From an optimization exercise on the open Yosys and OpenROAD flow, aimed at small area and a short achievable clock period; shortcuts taken in it are not production practice. In this exercise RTL edits were held to simulation tests only and were not proved equivalent to the original.

the baseline:
==> module rf_scoreboard, before the edit <==
module rf_scoreboard
#(
    parameter int NREGS = rf_pkg::NREGS_DEF,
    parameter int AW    = $clog2(NREGS)
) (
    input  logic             clk,
    input  logic             rst_n,
    input  logic             wr_en,
    input  logic [AW-1:0]    wr_addr,
    input  logic [NREGS-1:0] wr_dec,
    input  logic             iss_en,
    input  logic [AW-1:0]    iss_rd,
    input  logic             flush,
    output logic             iss_stall,
    output logic [NREGS-1:0] busy,
    output logic [AW:0]      busy_cnt
);
    logic             iss_live;
    logic             iss_accept;
    logic             busy_iss;    
    logic             iss_hit;     
    logic             busy_wr;     
    logic             inc, dec;
    logic [NREGS-1:0] iss_dec;
    logic [NREGS-1:0] busy_q;
    logic [NREGS-1:0] busy_d;
    logic [AW-1:0]    cnt, cnt_d;
    assign iss_live = iss_en && (iss_rd != AW'(rf_pkg::REG_ZERO));
    for (genvar i = 0; i < NREGS; i++) begin : g_dec
        assign iss_dec[i] = (iss_rd == AW'(i));
    end
    assign busy = {busy_q[NREGS-1:1], 1'b0};
    assign iss_hit  = wr_en && (wr_addr == iss_rd);
    rf_sel_or #(.N(NREGS-1)) u_busy_iss (
        .sel (iss_dec[NREGS-1:1]), .src (busy[NREGS-1:1]), .y (busy_iss)
    );
    rf_sel_or #(.N(NREGS-1)) u_busy_wr (
        .sel (wr_dec[NREGS-1:1]),  .src (busy[NREGS-1:1]), .y (busy_wr)
    );
    assign iss_stall  = iss_en && busy_iss && !iss_hit && !flush;
    assign iss_accept = iss_live && !iss_stall;
    for (genvar i = 1; i < NREGS; i++) begin : g_busy
        rf_busy_nxt u_nxt (
            .acc   (iss_accept),
            .idec  (iss_dec[i]),
            .busy  (busy[i]),
            .keep  (!(flush || wr_dec[i])),
            .y     (busy_d[i])
        );
    end
    assign busy_d[0] = 1'b0;
    assign inc = iss_accept && !busy_iss;
    assign dec = busy_wr && !(iss_accept && iss_hit);
    always_comb begin
        if (flush)            cnt_d = AW'(iss_accept);
        else if (inc && !dec) cnt_d = cnt + 1'b1;
        else if (dec && !inc) cnt_d = cnt - 1'b1;
        else                  cnt_d = cnt;
    end
    always_ff @(posedge clk or negedge rst_n) begin
        if (!rst_n) begin
            busy_q <= '0;
            cnt    <= '0;
        end else begin
            busy_q <= busy_d;
            cnt    <= cnt_d;
        end
    end
    assign busy_cnt = {1'b0, cnt};
endmodule
==> flow/config.mk <==
export PLATFORM = sky130hd
export DESIGN_NAME = reg_file_sb
export DESIGN_NICKNAME = reg_file_sb
export VERILOG_FILES = /design/flow/design.v
export SDC_FILE = /design/flow/constraint.sdc
export NUM_CORES = 4
export LEC_CHECK = 0
export CAP_MARGIN = 20
export CORE_MARGIN = 2
export CORE_UTILIZATION = 40
export SLEW_MARGIN = 20
export SYNTH_HIERARCHICAL = 1
==> flow/constraint.sdc <==
create_clock -name core_clock -period 26.0 [get_ports {clk}]
set_input_delay 5.2000 -clock core_clock [delete_from_list [all_inputs] [get_ports {clk}]]
set_output_delay 5.2000 -clock core_clock [all_outputs]
set_load 0.01 [all_outputs]
standard.sh (not shown) runs the stock make flow with config.mk's settings and CLKGATE_MAP_FILE= SYNTH_SCRIPT=/design/flow/synth_recipe.tcl, a recipe that flattens the netlist after the stock synthesis.
==> flow/flow/run.sh <==
#!/bin/bash
# Standard layout (the standard.sh on the ORFS make targets) with:
#  - port buffers made from buf_4 cells instead of the default delay buffers;
#  - clock-tree synthesis with larger sink clusters and no dummy loads;
#  - timing repair aiming for extra setup slack on the port-to-port paths.
# ORFS writes each step's log under orfs/logs; make's output is standard.log.
set -euo pipefail
bash standard.sh \
  "BUFFER_PORTS_ARGS=-buffer_cell sky130_fd_sc_hd__buf_4" \
  "CTS_ARGS=-sink_clustering_enable -repair_clock_nets -dont_use_dummy_load -sink_clustering_size 24 -sink_clustering_max_diameter 100" \
  "SETUP_SLACK_MARGIN=13.2" \
  finish > standard.log 2>&1
Relative to the baseline, the following input files were edited for the candidate:
--- a/flow/design.v
+++ b/flow/design.v
@@ -46,13 +46,13 @@
     logic [NREGS-1:0] busy_d;
     logic [AW-1:0]    cnt, cnt_d;
     assign iss_live = iss_en && (iss_rd != AW'(rf_pkg::REG_ZERO));
     for (genvar i = 0; i < NREGS; i++) begin : g_dec
         assign iss_dec[i] = (iss_rd == AW'(i));
     end
-    assign busy = {busy_q[NREGS-1:1], 1'b0};
+    assign busy    = {busy_q[NREGS-1:1], 1'b0};
     assign iss_hit  = wr_en && (wr_addr == iss_rd);
     rf_sel_or #(.N(NREGS-1)) u_busy_iss (
         .sel (iss_dec[NREGS-1:1]), .src (busy[NREGS-1:1]), .y (busy_iss)
     );
     rf_sel_or #(.N(NREGS-1)) u_busy_wr (
         .sel (wr_dec[NREGS-1:1]),  .src (busy[NREGS-1:1]), .y (busy_wr)
--- outcome ---
The final layout from the candidate, which completed every stage, passed the timing, design-rule and antenna checks at the end of the flow. On clock insertion delay at the later pin of the skew report, the baseline and the candidate are basically level. Delta (the candidate minus the baseline): number of diodes stayed essentially flat, via count stayed essentially flat. From the candidate to the baseline, post-layout minimum cycle time did not move at all. Reported for the baseline and the candidate, area after synthesis turned out identical to the last digit. Between the baseline and the candidate, the difference in final standard cell count with taps included and fillers excluded is negligible. Number of nets with antenna violations after detailed routing came out exactly the same in the baseline and the candidate. Changes observed in the candidate relative to the baseline: via count of the first global-routing pass held; delay of the slowest critical-path stage held; number of max-cap violations held.

==> afterwards: timing with drivers on the ports <==
Ports are ideal in the flow. The routed layouts listed here were re-timed in OpenROAD. Step 1 assumes that a clkbuf_16 drives the clock port and a buf_2 every other input. Step 2 also shifts input and output timing later by t, the mid clock arrival at the registers, as if the neighbouring blocks saw the same clock. Three values: no drivers, after step 1, after step 2; two values: the first two.
run | t (ns) | setup slack, ns | worst hold slack (ns) | latest minus earliest clock arrival (ns) | slew at the worst register clock pin (ns)
the baseline | 0.711 | 13.106 / 13.072 / 13.072 | 0.497 / 0.497 / 0.497 | 0.050 / 0.051 | 0.10 / 0.10
the candidate | 0.711 | 13.106 / 13.072 / 13.072 | 0.497 / 0.497 / 0.497 | 0.050 / 0.051 | 0.10 / 0.10
After both steps setup and hold are still met in every run listed.
